Source: an optimization exercise on an open RTL-to-GDS flow (aim: small area, a short achievable clock period and few clock cycles per item). Production flows keep margins and buffers that such runs may drop. RTL that was checked went through simulation tests only; none was proved equivalent to the original. Power is estimated from default activity; no workload was simulated.

==> flow/design.v <==
`default_nettype none
package feeder_pkg;
    typedef logic [31:0]  bus_addr_t;
    typedef logic [31:0]  bus_data_t;
    typedef logic [15:0]  word_t;
    typedef logic [511:0] line_t;
    typedef logic [4:0]   word_idx_t;
    typedef logic [14:0]  len_t;
    typedef logic [14:0]  sram_idx_t;
    typedef logic [7:0]   opcode_t;
    typedef logic [10:0]  line_cnt_t;
    localparam opcode_t OP_LOAD_INPUT  = 8'd9;
    localparam opcode_t OP_LOAD_WEIGHT = 8'd10;
    localparam bus_addr_t REG_DRAM_ADDR = 32'h0000_2024;
    localparam bus_addr_t REG_DRAM_LEN  = 32'h0000_2028;
    localparam bus_addr_t REG_XFER      = 32'h0000_2030;
    localparam bus_addr_t REG_SRAM_IDX  = 32'h0000_2034;
    localparam bus_addr_t REG_DATA_TYPE = 32'h0000_2038;
    localparam bus_addr_t REG_BUSY      = 32'h0000_0020;
    localparam int unsigned LINE_BYTES = 64;
    typedef struct packed {
        bus_addr_t addr;
        len_t      len;
        sram_idx_t sram_idx;
        logic      weight;
    } xfer_cfg_t;
    typedef struct packed {
        logic      valid;
        opcode_t   opcode;
        word_t     data;
        sram_idx_t idx;
    } load_cmd_t;
endpackage
`default_nettype wire
`default_nettype none
module feeder_regs #(
    parameter feeder_pkg::bus_addr_t BUS_BASE = 32'hC400_0000
) (
    input  logic                  clk_i,
    input  logic                  rst_i,
    input  logic                  host_strobe_i,
    input  logic                  host_rw_i,
    input  feeder_pkg::bus_addr_t host_addr_i,
    input  feeder_pkg::bus_data_t host_wdata_i,
    output logic                  host_ready_o,
    output feeder_pkg::bus_data_t host_rdata_o,
    input  logic                  busy_i,
    output feeder_pkg::xfer_cfg_t cfg_o,
    output logic                  start_o
);
    localparam feeder_pkg::bus_addr_t ADDR_DRAM_ADDR = BUS_BASE + feeder_pkg::REG_DRAM_ADDR;
    localparam feeder_pkg::bus_addr_t ADDR_DRAM_LEN  = BUS_BASE + feeder_pkg::REG_DRAM_LEN;
    localparam feeder_pkg::bus_addr_t ADDR_XFER      = BUS_BASE + feeder_pkg::REG_XFER;
    localparam feeder_pkg::bus_addr_t ADDR_SRAM_IDX  = BUS_BASE + feeder_pkg::REG_SRAM_IDX;
    localparam feeder_pkg::bus_addr_t ADDR_DATA_TYPE = BUS_BASE + feeder_pkg::REG_DATA_TYPE;
    localparam feeder_pkg::bus_addr_t ADDR_BUSY      = BUS_BASE + feeder_pkg::REG_BUSY;
    logic        wr_en;
    logic        rd_en;
    logic [30:0] addr_q;    
    logic        addr_set_q;
    logic [14:0] idx_q;
    logic        idx_set_q;
    logic        busy_q;
    assign wr_en = host_strobe_i && host_rw_i;
    assign rd_en = host_strobe_i && !host_rw_i;
    always_ff @(posedge clk_i) begin
        if (rst_i) begin
            start_o <= 1'b0;
        end else begin
            start_o <= wr_en && (host_addr_i == ADDR_XFER);
        end
    end
    always_ff @(posedge clk_i) begin
        if (rst_i) begin
            addr_set_q   <= 1'b0;
            idx_set_q    <= 1'b0;
            cfg_o.weight <= 1'b0;
        end else if (wr_en) begin
            if (host_addr_i == ADDR_DRAM_ADDR) begin
                addr_set_q <= 1'b1;
            end
            if (host_addr_i == ADDR_SRAM_IDX) begin
                idx_set_q <= 1'b1;
            end
            if (host_addr_i == ADDR_DATA_TYPE) begin
                cfg_o.weight <= host_wdata_i[0];
            end
        end
    end
    always_ff @(posedge clk_i) begin
        if (wr_en) begin
            if (host_addr_i == ADDR_DRAM_ADDR) begin
                addr_q <= host_wdata_i[31:1];
            end
            if (host_addr_i == ADDR_SRAM_IDX) begin
                idx_q <= feeder_pkg::sram_idx_t'(host_wdata_i);
            end
            if (host_addr_i == ADDR_DRAM_LEN) begin
                cfg_o.len <= feeder_pkg::len_t'(host_wdata_i);
            end
        end
    end
    assign cfg_o.addr     = {addr_q & {31{addr_set_q}}, 1'b0};
    assign cfg_o.sram_idx = idx_q & {15{idx_set_q}};
    always_ff @(posedge clk_i) begin
        if (rst_i) begin
            host_ready_o <= 1'b0;
        end else begin
            host_ready_o <= host_strobe_i;
        end
    end
    always_ff @(posedge clk_i) begin
        if (rst_i) begin
            busy_q <= 1'b0;
        end else if (rd_en && (host_addr_i == ADDR_BUSY)) begin
            busy_q <= busy_i || start_o;
        end
    end
    assign host_rdata_o = feeder_pkg::bus_data_t'(busy_q);
endmodule
`default_nettype wire
`default_nettype none
module dram_read_req (
    input  logic                  clk_i,
    input  logic                  rst_i,
    input  logic                  start_i,
    input  feeder_pkg::xfer_cfg_t cfg_i,
    input  logic                  fifo_addr_full_i,
    input  logic                  fifo_rw_full_i,
    output logic                  dram_addr_valid_o,
    output feeder_pkg::bus_addr_t dram_addr_o
);
    logic                  active_q;    
    logic                  valid_q;     
    logic [30:0]           addr_q;      
    logic [9:0]            full_q;
    logic [1:0]            part_q;
    logic [5:0]            part_words;
    logic [1:0]            part_lines;
    logic                  full_zero;
    logic                  last_req;
    logic                  fifo_ready;
    assign part_words = 6'(cfg_i.len[4:0]) + 6'(cfg_i.addr[5:1]);
    assign part_lines = (part_words == 6'd0)  ? 2'd0 :
                        (part_words <= 6'd32) ? 2'd1 : 2'd2;
    assign full_zero  = (full_q == '0);
    assign last_req   = full_zero ? (part_q == 2'd1) : ((full_q == 10'd1) && (part_q == 2'd0));
    assign fifo_ready = !fifo_addr_full_i && !fifo_rw_full_i;
    always_ff @(posedge clk_i) begin
        if (rst_i) begin
            active_q <= 1'b0;
            valid_q  <= 1'b0;
        end else if (start_i) begin
            active_q <= 1'b1;
            valid_q  <= fifo_ready;
        end else if (valid_q) begin
            valid_q <= 1'b0;
            if (last_req) begin
                active_q <= 1'b0;
            end
        end else begin
            valid_q <= active_q && fifo_ready;
        end
    end
    always_ff @(posedge clk_i) begin
        if (start_i) begin
            addr_q <= cfg_i.addr[31:1];
            full_q <= cfg_i.len[14:5];
            part_q <= part_lines;
        end else if (valid_q) begin
            addr_q <= {addr_q[30:5] + 1'b1, 5'd0};
            if (full_zero) begin
                part_q <= part_q - 1'b1;
            end else begin
                full_q <= full_q - 1'b1;
            end
        end
    end
    assign dram_addr_valid_o = valid_q;
    assign dram_addr_o       = {addr_q, 1'b0};
endmodule
`default_nettype wire
`default_nettype none
module gemm_load_feeder (
    input  logic                  clk_i,
    input  logic                  rst_i,
    input  logic                  start_i,
    input  feeder_pkg::xfer_cfg_t cfg_i,
    input  logic                  fifo_data_empty_i,
    input  feeder_pkg::line_t     dram_line_i,
    output logic                  fifo_data_rd_en_o,
    output feeder_pkg::load_cmd_t load_cmd_o,
    output logic                  busy_o
);
    logic                  active_q;    
    logic [3:0]            ptr_lo_q;    
    logic [7:0]            ptr_hi_q;    
    feeder_pkg::len_t      left_q;      
    logic                  pop_q;       
    logic                  pop_only_q;  
    logic                  fresh_q;     
    feeder_pkg::sram_idx_t idx_q;
    logic                  valid_q;
    feeder_pkg::word_t     data_q;
    logic                  take;
    logic                  last_word;
    logic                  next_last;
    logic                  at_30;
    logic                  at_31;
    feeder_pkg::word_t     word;
    assign take      = active_q && !fifo_data_empty_i && !pop_only_q;
    assign last_word = (left_q == 15'd1);
    assign at_30     = ptr_hi_q[7] && ptr_lo_q[2];
    assign at_31     = ptr_hi_q[7] && ptr_lo_q[3];
    assign next_last = (left_q == 15'd2) || at_30;
    always_ff @(posedge clk_i) begin
        if (rst_i) begin
            active_q   <= 1'b0;
            pop_q      <= 1'b0;
            pop_only_q <= 1'b0;
            valid_q    <= 1'b0;
        end else begin
            valid_q    <= take;
            pop_only_q <= 1'b0;
            if (start_i) begin
                active_q <= 1'b1;
                pop_q    <= 1'b0;
            end else if (take) begin
                if (last_word) begin
                    active_q <= 1'b0;
                end
                if (pop_q) begin
                    pop_q <= 1'b0;
                end else if (at_31 || last_word) begin
                    pop_q      <= 1'b1;
                    pop_only_q <= 1'b1;
                end else begin
                    pop_q <= next_last;
                end
            end else if (pop_only_q) begin
                pop_q <= 1'b0;
            end
        end
    end
    always_ff @(posedge clk_i) begin
        if (start_i) begin
            ptr_lo_q <= 4'(1) << cfg_i.addr[2:1];
            ptr_hi_q <= 8'(1) << cfg_i.addr[5:3];
            left_q  <= cfg_i.len;
            fresh_q <= 1'b1;
        end else if (take) begin
            ptr_lo_q <= {ptr_lo_q[2:0], ptr_lo_q[3]};
            if (ptr_lo_q[3]) begin
                ptr_hi_q <= {ptr_hi_q[6:0], ptr_hi_q[7]};
            end
            left_q  <= left_q - 1'b1;
            fresh_q <= 1'b0;
        end
    end
    always_ff @(posedge clk_i) begin
        if (take) begin
            idx_q <= fresh_q ? cfg_i.sram_idx : feeder_pkg::sram_idx_t'(idx_q + 1'b1);
        end
    end
    always_comb begin
        word = '0;
        for (int k = 0; k < 32; k++) begin
            word = word | (dram_line_i[16*k +: 16] & {16{ptr_lo_q[k % 4] & ptr_hi_q[k / 4]}});
        end
    end
    always_ff @(posedge clk_i) begin
        data_q <= word;
    end
    assign load_cmd_o.valid  = valid_q;
    assign load_cmd_o.opcode = cfg_i.weight ? feeder_pkg::OP_LOAD_WEIGHT
                                            : feeder_pkg::OP_LOAD_INPUT;
    assign load_cmd_o.data   = data_q;
    assign load_cmd_o.idx    = idx_q;
    assign fifo_data_rd_en_o = pop_q;
    assign busy_o            = active_q;
endmodule
`default_nettype wire
`default_nettype none
module data_feeder_top #(
    parameter feeder_pkg::bus_addr_t BUS_BASE = 32'hC400_0000
) (
    input  logic                  clk_i,
    input  logic                  rst_i,
    input  logic                  host_strobe_i,
    input  logic                  host_rw_i,
    input  feeder_pkg::bus_addr_t host_addr_i,
    input  feeder_pkg::bus_data_t host_wdata_i,
    output logic                  host_ready_o,
    output feeder_pkg::bus_data_t host_rdata_o,
    input  logic                  fifo_addr_full_i,
    input  logic                  fifo_rw_full_i,
    input  logic                  fifo_data_empty_i,
    input  feeder_pkg::line_t     dram_line_i,
    output logic                  dram_addr_valid_o,
    output feeder_pkg::bus_addr_t dram_addr_o,
    output logic                  fifo_data_rd_en_o,
    output feeder_pkg::load_cmd_t load_cmd_o
);
    feeder_pkg::xfer_cfg_t xfer_cfg;
    logic                  xfer_start;
    logic                  busy;
    feeder_regs #(
        .BUS_BASE (BUS_BASE)
    ) feeder_regs_inst (
        .clk_i         (clk_i),
        .rst_i         (rst_i),
        .host_strobe_i (host_strobe_i),
        .host_rw_i     (host_rw_i),
        .host_addr_i   (host_addr_i),
        .host_wdata_i  (host_wdata_i),
        .host_ready_o  (host_ready_o),
        .host_rdata_o  (host_rdata_o),
        .busy_i        (busy),
        .cfg_o         (xfer_cfg),
        .start_o       (xfer_start)
    );
    dram_read_req dram_read_req_inst (
        .clk_i             (clk_i),
        .rst_i             (rst_i),
        .start_i           (xfer_start),
        .cfg_i             (xfer_cfg),
        .fifo_addr_full_i  (fifo_addr_full_i),
        .fifo_rw_full_i    (fifo_rw_full_i),
        .dram_addr_valid_o (dram_addr_valid_o),
        .dram_addr_o       (dram_addr_o)
    );
    gemm_load_feeder gemm_load_feeder_inst (
        .clk_i             (clk_i),
        .rst_i             (rst_i),
        .start_i           (xfer_start),
        .cfg_i             (xfer_cfg),
        .fifo_data_empty_i (fifo_data_empty_i),
        .dram_line_i       (dram_line_i),
        .fifo_data_rd_en_o (fifo_data_rd_en_o),
        .load_cmd_o        (load_cmd_o),
        .busy_o            (busy)
    );
endmodule
`default_nettype wire
clock: 5.0 ns
lec_check: 0
abc_clock_period_in_ps: 2500
cap_margin: 20
core_area: 5 5 235 235
die_area: 0 0 240 240
setup_slack_margin: 2.5
slew_margin: 20
standard.sh (not shown) runs the stock make flow with config.mk's settings and CLKGATE_MAP_FILE= SYNTH_SCRIPT=/design/flow/synth_recipe.tcl, a recipe that flattens the netlist after the stock synthesis.
==> flow/flow/run.sh <==
#!/bin/bash
# Standard ORFS layout, with the port buffers made of the smallest buffer cell.
set -euo pipefail
export BUFFER_PORTS_ARGS="-buffer_cell sky130_fd_sc_hd__buf_1"
bash standard.sh finish > standard.log 2>&1
Next try:
--- a/flow/design.v
+++ b/flow/design.v
@@ -58,7 +58,4 @@
     logic        rd_en;
     logic [30:0] addr_q;    
-    logic        addr_set_q;
-    logic [14:0] idx_q;
-    logic        idx_set_q;
     logic        busy_q;
     assign wr_en = host_strobe_i && host_rw_i;
@@ -73,13 +70,13 @@
     always_ff @(posedge clk_i) begin
         if (rst_i) begin
-            addr_set_q   <= 1'b0;
-            idx_set_q    <= 1'b0;
+            addr_q       <= '0;
+            cfg_o.sram_idx <= '0;
             cfg_o.weight <= 1'b0;
         end else if (wr_en) begin
             if (host_addr_i == ADDR_DRAM_ADDR) begin
-                addr_set_q <= 1'b1;
+                addr_q <= host_wdata_i[31:1];
             end
             if (host_addr_i == ADDR_SRAM_IDX) begin
-                idx_set_q <= 1'b1;
+                cfg_o.sram_idx <= feeder_pkg::sram_idx_t'(host_wdata_i);
             end
             if (host_addr_i == ADDR_DATA_TYPE) begin
@@ -89,18 +86,9 @@
     end
     always_ff @(posedge clk_i) begin
-        if (wr_en) begin
-            if (host_addr_i == ADDR_DRAM_ADDR) begin
-                addr_q <= host_wdata_i[31:1];
-            end
-            if (host_addr_i == ADDR_SRAM_IDX) begin
-                idx_q <= feeder_pkg::sram_idx_t'(host_wdata_i);
-            end
-            if (host_addr_i == ADDR_DRAM_LEN) begin
-                cfg_o.len <= feeder_pkg::len_t'(host_wdata_i);
-            end
+        if (wr_en && (host_addr_i == ADDR_DRAM_LEN)) begin
+            cfg_o.len <= feeder_pkg::len_t'(host_wdata_i);
         end
     end
-    assign cfg_o.addr     = {addr_q & {31{addr_set_q}}, 1'b0};
-    assign cfg_o.sram_idx = idx_q & {15{idx_set_q}};
+    assign cfg_o.addr = {addr_q, 1'b0};
     always_ff @(posedge clk_i) begin
         if (rst_i) begin
@@ -134,16 +122,8 @@
     logic                  valid_q;     
     logic [30:0]           addr_q;      
-    logic [9:0]            full_q;
-    logic [1:0]            part_q;
-    logic [5:0]            part_words;
-    logic [1:0]            part_lines;
-    logic                  full_zero;
-    logic                  last_req;
+    feeder_pkg::line_cnt_t left_q;      
+    logic [15:0]           last_pos;
     logic                  fifo_ready;
-    assign part_words = 6'(cfg_i.len[4:0]) + 6'(cfg_i.addr[5:1]);
-    assign part_lines = (part_words == 6'd0)  ? 2'd0 :
-                        (part_words <= 6'd32) ? 2'd1 : 2'd2;
-    assign full_zero  = (full_q == '0);
-    assign last_req   = full_zero ? (part_q == 2'd1) : ((full_q == 10'd1) && (part_q == 2'd0));
+    assign last_pos   = 16'(cfg_i.addr[5:1]) + 16'(cfg_i.len) - 16'd1;
     assign fifo_ready = !fifo_addr_full_i && !fifo_rw_full_i;
     always_ff @(posedge clk_i) begin
@@ -156,5 +136,5 @@
         end else if (valid_q) begin
             valid_q <= 1'b0;
-            if (last_req) begin
+            if (left_q == '0) begin
                 active_q <= 1'b0;
             end
@@ -166,13 +146,8 @@
         if (start_i) begin
             addr_q <= cfg_i.addr[31:1];
-            full_q <= cfg_i.len[14:5];
-            part_q <= part_lines;
+            left_q <= last_pos[15:5];
         end else if (valid_q) begin
             addr_q <= {addr_q[30:5] + 1'b1, 5'd0};
-            if (full_zero) begin
-                part_q <= part_q - 1'b1;
-            end else begin
-                full_q <= full_q - 1'b1;
-            end
+            left_q <= left_q - 1'b1;
         end
     end
The new run completed without violations.
Die area stays the same.
Wire length went down by a few percent.
Via count grows by a few percent.
Clock power stays flat.
Clock-buffer cell count does not change.
Clock skew came out higher by 4.8 ps.
Sequential share of layout area came out lower by 4.3 points.
Worst hold slack improved by 29 ps.
Critical path depth falls by 1.
Testbench counts after the change, summed over its fixed seeds: cycles 185,016, words 174,743.
Function not checked in the first run of this note: the RTL went through the layout flow alone.

afterwards: timing with drivers on the ports:
No port has a modelled driver above. Below, the same layouts with a new extraction and two added sets of constraints.
Step 1, drivers: a clkbuf_16 drives clk_i and a buf_2 each remaining input, both assumed.
Step 2 moves the port delays by t, midway between the first and last clock arrival at a register: inputs arrive t later, outputs are due t later. That takes back most of the time a late clock gives input paths.
Three values: ideal ports, drivers, drivers and shift; two values: the first two.
run | t, ns | setup WS [ns] | hold WS [ns]
the first run | 0.497 | 2.505 / 2.505 / 2.187 | 0.423 / 0.423 / 0.423
the second run | 0.501 | 2.503 / 2.503 / 2.175 | 0.453 / 0.453 / 0.453
After both steps setup and hold are still met in every run listed. For the second run, which loses most, drivers alone change the setup slack by 0.000 ns; drivers and shift together by -0.328 ns.
